Context: an optimization exercise on an open-source flow, tuned for small area. The choices shown serve that exercise and are no tape-out recipe.
In this exercise RTL edits were held to simulation tests only and were not proved equivalent to the original.
Power figures rest on the tool's default switching activity, not on a simulated workload.

==> module jpeg_stream_packer, before the edit <==
module jpeg_stream_packer (
    input  wire                              clk,
    input  wire                              rst,
    input  wire                              seg_valid,
    input  wire component_pkg::component_e   seg_component,
    input  wire bitstream_pkg::code_word_t   seg_data,
    input  wire bitstream_pkg::bit_count_t   seg_length,
    input  wire                              seg_eob,
    output bitstream_pkg::code_word_t        word,
    output logic                             word_valid,
    output bitstream_pkg::fill_t             fill_count
);
    localparam int SLOTS = 32;
    localparam int AW    = 5;
    localparam int PW    = 34;    
    logic [4:0]    kpos;          
    logic [32:0]   enc;
    logic [PW-1:0] in_pay;
    assign kpos = 5'(~seg_length[4:0] + 5'd1);
    always_comb begin
        enc[0] = (kpos == 5'd0);
        for (int j = 1; j <= 32; j++) begin
            enc[j] = (j > kpos) ? seg_data[j-1] : (j == kpos);
        end
    end
    assign in_pay = {seg_eob, enc};
    logic [PW-1:0]    pay [SLOTS];
    logic [AW-1:0]    nxt [SLOTS];
    logic [SLOTS-1:0] freev;
    logic [AW-1:0]    head [3];
    logic [AW-1:0]    tail [3];
    logic [2:0]       ne;         
    logic [1:0]       cur;        
    logic             rv;
    logic [PW-2:0]    r;          
    logic [31:0]      acc;
    logic [4:0]       fill;
    logic [1:0]       cur_succ, c, rc;
    logic             wv, bypass, pop, last, wr, c_ne_after, c_is_cur, turn;
    logic             ne_c;
    logic [AW-1:0]    h, tail_c, ff, f;
    logic [SLOTS-1:0] sel, ffoh, wsel;
    always_comb begin
        case (cur)
            2'd0:    cur_succ = 2'd1;
            2'd1:    cur_succ = 2'd2;
            default: cur_succ = 2'd0;
        endcase
    end
    always_comb begin
        for (int i = 0; i < SLOTS; i++) sel[i] = (head[0] == AW'(i));
    end
    assign h    = head[0];
    assign pop  = ne[0];
    assign last = (head[0] == tail[0]);
    assign c = seg_component;
    always_comb begin
        case ({cur, c})
            {2'd0, 2'd1}, {2'd1, 2'd2}, {2'd2, 2'd0}: rc = 2'd1;
            {2'd0, 2'd2}, {2'd1, 2'd0}, {2'd2, 2'd1}: rc = 2'd2;
            default:                                  rc = 2'd0;
        endcase
    end
    assign wv       = seg_valid && (c != 2'd3);
    assign c_is_cur = (rc == 2'd0);
    assign bypass   = wv && c_is_cur && !pop;
    assign wr       = wv && !bypass;
    always_comb begin
        case (rc)
            2'd1:    begin tail_c = tail[1]; ne_c = ne[1]; end
            2'd2:    begin tail_c = tail[2]; ne_c = ne[2]; end
            default: begin tail_c = tail[0]; ne_c = ne[0]; end
        endcase
    end
    assign c_ne_after = ne_c && !(pop && c_is_cur && last);
    logic [PW-1:0] rd_pay;
    logic [AW-1:0] rd_nxt;
    always_comb begin
        rd_pay = '0;
        rd_nxt = '0;
        for (int i = 0; i < SLOTS; i++) begin
            rd_pay = rd_pay | (pay[i] & {PW{sel[i]}});
            rd_nxt = rd_nxt | (nxt[i] & {AW{sel[i]}});
        end
    end
    assign turn = pop ? rd_pay[PW-1] : (bypass && seg_eob);
    always_comb begin
        ff = '0;
        for (int i = SLOTS - 1; i >= 0; i--) begin
            if (freev[i]) ff = AW'(i);
        end
    end
    assign ffoh = freev & ~(freev - 1'b1);
    assign f    = pop ? h : ff;
    assign wsel = pop ? sel : ffoh;
    logic [AW-1:0] head_u [3];
    logic [AW-1:0] tail_u [3];
    logic [2:0]    ne_u;
    always_comb begin
        for (int k = 0; k < 3; k++) begin
            head_u[k] = head[k];
            tail_u[k] = tail[k];
            ne_u[k]   = ne[k];
            if (pop && (k == 0)) begin
                if (last) ne_u[k]   = 1'b0;
                else      head_u[k] = rd_nxt;
            end
            if (wr && (rc == 2'(k))) begin
                if (!c_ne_after) begin
                    head_u[k] = f;
                    ne_u[k]   = 1'b1;
                end
                tail_u[k] = f;
            end
        end
    end
    always_ff @(posedge clk) begin
        for (int k = 0; k < 3; k++) begin
            head[k] <= turn ? head_u[(k + 1) % 3] : head_u[k];
            tail[k] <= turn ? tail_u[(k + 1) % 3] : tail_u[k];
        end
    end
    always_ff @(posedge clk) begin
        if (rst) begin
            cur   <= 2'd0;
            rv    <= 1'b0;
            ne    <= '0;
            freev <= '1;
        end else begin
            if (turn) cur <= cur_succ;
            rv <= pop || bypass;
            ne <= turn ? {ne_u[0], ne_u[2], ne_u[1]} : ne_u;
            if (wr && !pop) freev <= freev & ~ffoh;
            if (pop && !wr) freev <= freev | sel;
        end
    end
    always_ff @(posedge clk) begin
        for (int i = 0; i < SLOTS; i++) begin
            if (wr && wsel[i]) pay[i] <= in_pay;
        end
        if (wr && c_ne_after) nxt[tail_c] <= f;
        r <= pop ? rd_pay[PW-2:0] : in_pay[PW-2:0];
    end
    logic [4:0]  tz;              
    logic        wrap;
    logic [31:0] rdat, rot, m;
    always_comb begin
        tz = '0;
        for (int i = 31; i >= 0; i--) begin
            if (r[i]) tz = 5'(i);
        end
    end
    assign rdat = r[32:1];
    assign rot  = 32'({rdat, rdat} >> fill);
    assign m    = 32'hffff_ffff >> fill;
    assign wrap = (fill >= tz);
    logic [31:0] merged;
    always_comb begin
        for (int i = 0; i < 32; i++) merged[i] = m[i] ? rot[i] : acc[i];
    end
    always_ff @(posedge clk) begin
        word       <= merged;
        word_valid <= !rst && rv && wrap;
    end
    assign fill_count = fill;
    always_ff @(posedge clk) begin
        if (rst) begin
            fill <= '0;
        end else if (rv) begin
            fill <= fill - tz;
        end
    end
    always_ff @(posedge clk) begin
        if (rv) acc <= wrap ? rot : merged;
    end
endmodule
clock: 4.5 ns
lec_check: 0
cap_margin: 10
core_margin: 2
core_utilization: 60
cts_cluster_diameter: 110
cts_cluster_size: 28
slew_margin: 10
run.sh (not shown) runs the stock make flow with config.mk's settings and CLKGATE_MAP_FILE= SYNTH_SCRIPT=/design/flow/synth_recipe.tcl, a recipe that flattens the netlist after the stock synthesis.
Rerun with:
--- a/flow/design.v
+++ b/flow/design.v
@@ -56,64 +56,69 @@
     logic [SLOTS-1:0] freev;
     logic [AW-1:0]    head [3];
     logic [AW-1:0]    tail [3];
     logic [2:0]       ne;         
     logic [1:0]       cur;        
     logic             rv;
-    logic [PW-2:0]    r;          
+    logic [PW-1:0]    r;
     logic [31:0]      acc;
     logic [4:0]       fill;
     logic [1:0]       cur_succ, c, rc;
-    logic             wv, bypass, pop, last, wr, c_ne_after, c_is_cur, turn;
+    logic             adv, wv, bypass, pop, last, wr, c_ne_after, c_is_curn;
     logic             ne_c;
-    logic [AW-1:0]    h, tail_c, ff, f;
-    logic [SLOTS-1:0] sel, ffoh, wsel;
+    logic [AW-1:0]    h, tail_curn, tail_c, ff, f;
+    logic [SLOTS-1:0] sel_cur, sel_succ, sel, ffoh, wsel;
     always_comb begin
         case (cur)
             2'd0:    cur_succ = 2'd1;
             2'd1:    cur_succ = 2'd2;
             default: cur_succ = 2'd0;
         endcase
     end
-    always_comb begin
-        for (int i = 0; i < SLOTS; i++) sel[i] = (head[0] == AW'(i));
-    end
-    assign h    = head[0];
-    assign pop  = ne[0];
-    assign last = (head[0] == tail[0]);
+    assign adv = rv && r[PW-1];
+    always_comb begin
+        for (int i = 0; i < SLOTS; i++) begin
+            sel_cur[i]  = (head[0] == AW'(i));
+            sel_succ[i] = (head[1] == AW'(i));
+        end
+    end
+    assign sel       = adv ? sel_succ : sel_cur;
+    assign h         = adv ? head[1] : head[0];
+    assign tail_curn = adv ? tail[1] : tail[0];
+    assign pop       = adv ? ne[1] : ne[0];
+    assign last      = (h == tail_curn);
     assign c = seg_component;
     always_comb begin
         case ({cur, c})
             {2'd0, 2'd1}, {2'd1, 2'd2}, {2'd2, 2'd0}: rc = 2'd1;
             {2'd0, 2'd2}, {2'd1, 2'd0}, {2'd2, 2'd1}: rc = 2'd2;
             default:                                  rc = 2'd0;
         endcase
     end
-    assign wv       = seg_valid && (c != 2'd3);
-    assign c_is_cur = (rc == 2'd0);
-    assign bypass   = wv && c_is_cur && !pop;
-    assign wr       = wv && !bypass;
+    assign wv        = seg_valid && (c != 2'd3);
+    assign c_is_curn = adv ? (rc == 2'd1) : (rc == 2'd0);
+    assign bypass    = wv && c_is_curn && !pop;
+    assign wr        = wv && !bypass;
     always_comb begin
         case (rc)
             2'd1:    begin tail_c = tail[1]; ne_c = ne[1]; end
             2'd2:    begin tail_c = tail[2]; ne_c = ne[2]; end
             default: begin tail_c = tail[0]; ne_c = ne[0]; end
         endcase
     end
-    assign c_ne_after = ne_c && !(pop && c_is_cur && last);
+    assign c_ne_after = ne_c && !(pop && c_is_curn && last);
     logic [PW-1:0] rd_pay;
     logic [AW-1:0] rd_nxt;
     always_comb begin
         rd_pay = '0;
         rd_nxt = '0;
         for (int i = 0; i < SLOTS; i++) begin
             rd_pay = rd_pay | (pay[i] & {PW{sel[i]}});
             rd_nxt = rd_nxt | (nxt[i] & {AW{sel[i]}});
         end
     end
-    assign turn = pop ? rd_pay[PW-1] : (bypass && seg_eob);
     always_comb begin
         ff = '0;
         for (int i = SLOTS - 1; i >= 0; i--) begin
             if (freev[i]) ff = AW'(i);
         end
     end
@@ -125,13 +130,13 @@
     logic [2:0]    ne_u;
     always_comb begin
         for (int k = 0; k < 3; k++) begin
             head_u[k] = head[k];
             tail_u[k] = tail[k];
             ne_u[k]   = ne[k];
-            if (pop && (k == 0)) begin
+            if (pop && ((k == 1) == adv) && (k != 2)) begin
                 if (last) ne_u[k]   = 1'b0;
                 else      head_u[k] = rd_nxt;
             end
             if (wr && (rc == 2'(k))) begin
                 if (!c_ne_after) begin
                     head_u[k] = f;
@@ -140,36 +145,36 @@
                 tail_u[k] = f;
             end
         end
     end
     always_ff @(posedge clk) begin
         for (int k = 0; k < 3; k++) begin
-            head[k] <= turn ? head_u[(k + 1) % 3] : head_u[k];
-            tail[k] <= turn ? tail_u[(k + 1) % 3] : tail_u[k];
+            head[k] <= adv ? head_u[(k + 1) % 3] : head_u[k];
+            tail[k] <= adv ? tail_u[(k + 1) % 3] : tail_u[k];
         end
     end
     always_ff @(posedge clk) begin
         if (rst) begin
             cur   <= 2'd0;
             rv    <= 1'b0;
             ne    <= '0;
             freev <= '1;
         end else begin
-            if (turn) cur <= cur_succ;
+            if (adv) cur <= cur_succ;
             rv <= pop || bypass;
-            ne <= turn ? {ne_u[0], ne_u[2], ne_u[1]} : ne_u;
+            ne <= adv ? {ne_u[0], ne_u[2], ne_u[1]} : ne_u;
             if (wr && !pop) freev <= freev & ~ffoh;
             if (pop && !wr) freev <= freev | sel;
         end
     end
     always_ff @(posedge clk) begin
         for (int i = 0; i < SLOTS; i++) begin
             if (wr && wsel[i]) pay[i] <= in_pay;
         end
         if (wr && c_ne_after) nxt[tail_c] <= f;
-        r <= pop ? rd_pay[PW-2:0] : in_pay[PW-2:0];
+        r <= pop ? rd_pay : in_pay;
     end
     logic [4:0]  tz;              
     logic        wrap;
     logic [31:0] rdat, rot, m;
     always_comb begin
         tz = '0;
@@ -195,10 +200,12 @@
             fill <= '0;
         end else if (rv) begin
             fill <= fill - tz;
         end
     end
     always_ff @(posedge clk) begin
-        if (rv) acc <= wrap ? rot : merged;
+        for (int i = 0; i < 32; i++) begin
+            if (rv && (wrap || m[i])) acc[i] <= rot[i];
+        end
     end
 endmodule
 `default_nettype wire
Power went down by 9.2%.
Non-clock buffer count went up by 89.
Setup slack got worse by 0.29 ns.
Utilization went up by 0.58 points.
Worst hold slack got worse by 0.052 ns.
Final area went up by 0.71%.
Via count went down by 0.82%.
Flip-flop and latch count went up by 1.
Fmax went down by 6.5%.
Clock-buffer cell count went up by 20.

[afterwards: timing with drivers on the ports]
The results above use ideal ports. As a check the final layouts listed here were re-extracted and re-timed, cells and wires unchanged.
Step 1 assumes that a clkbuf_16 drives the clock port and a buf_2 every other input.
Step 2 adds t to the input delays and takes it off the output delays; t is the mean of the earliest and latest rising clock arrival at the registers after step 1. Input paths then give back, and output paths get back, about the clock's delay inside the block.
Slacks: ideal ports / drivers / drivers and shift; pairs: ideal ports / drivers.
run	t (ns)	setup WS [ns]	hold WS [ns]	pins driven straight from the clock port
the first run	0.790	0.350 / 0.350 / 0.122	0.510 / 0.510 / 0.510	1
the second run	0.816	0.060 / 0.060 / -0.226	0.457 / 0.457 / 0.457	1
With both steps, setup timing fails in the second run, where it was met with ideal ports. The setup slack of the second run, which loses most, moves by 0.000 ns with the drivers and by -0.286 ns with both steps.
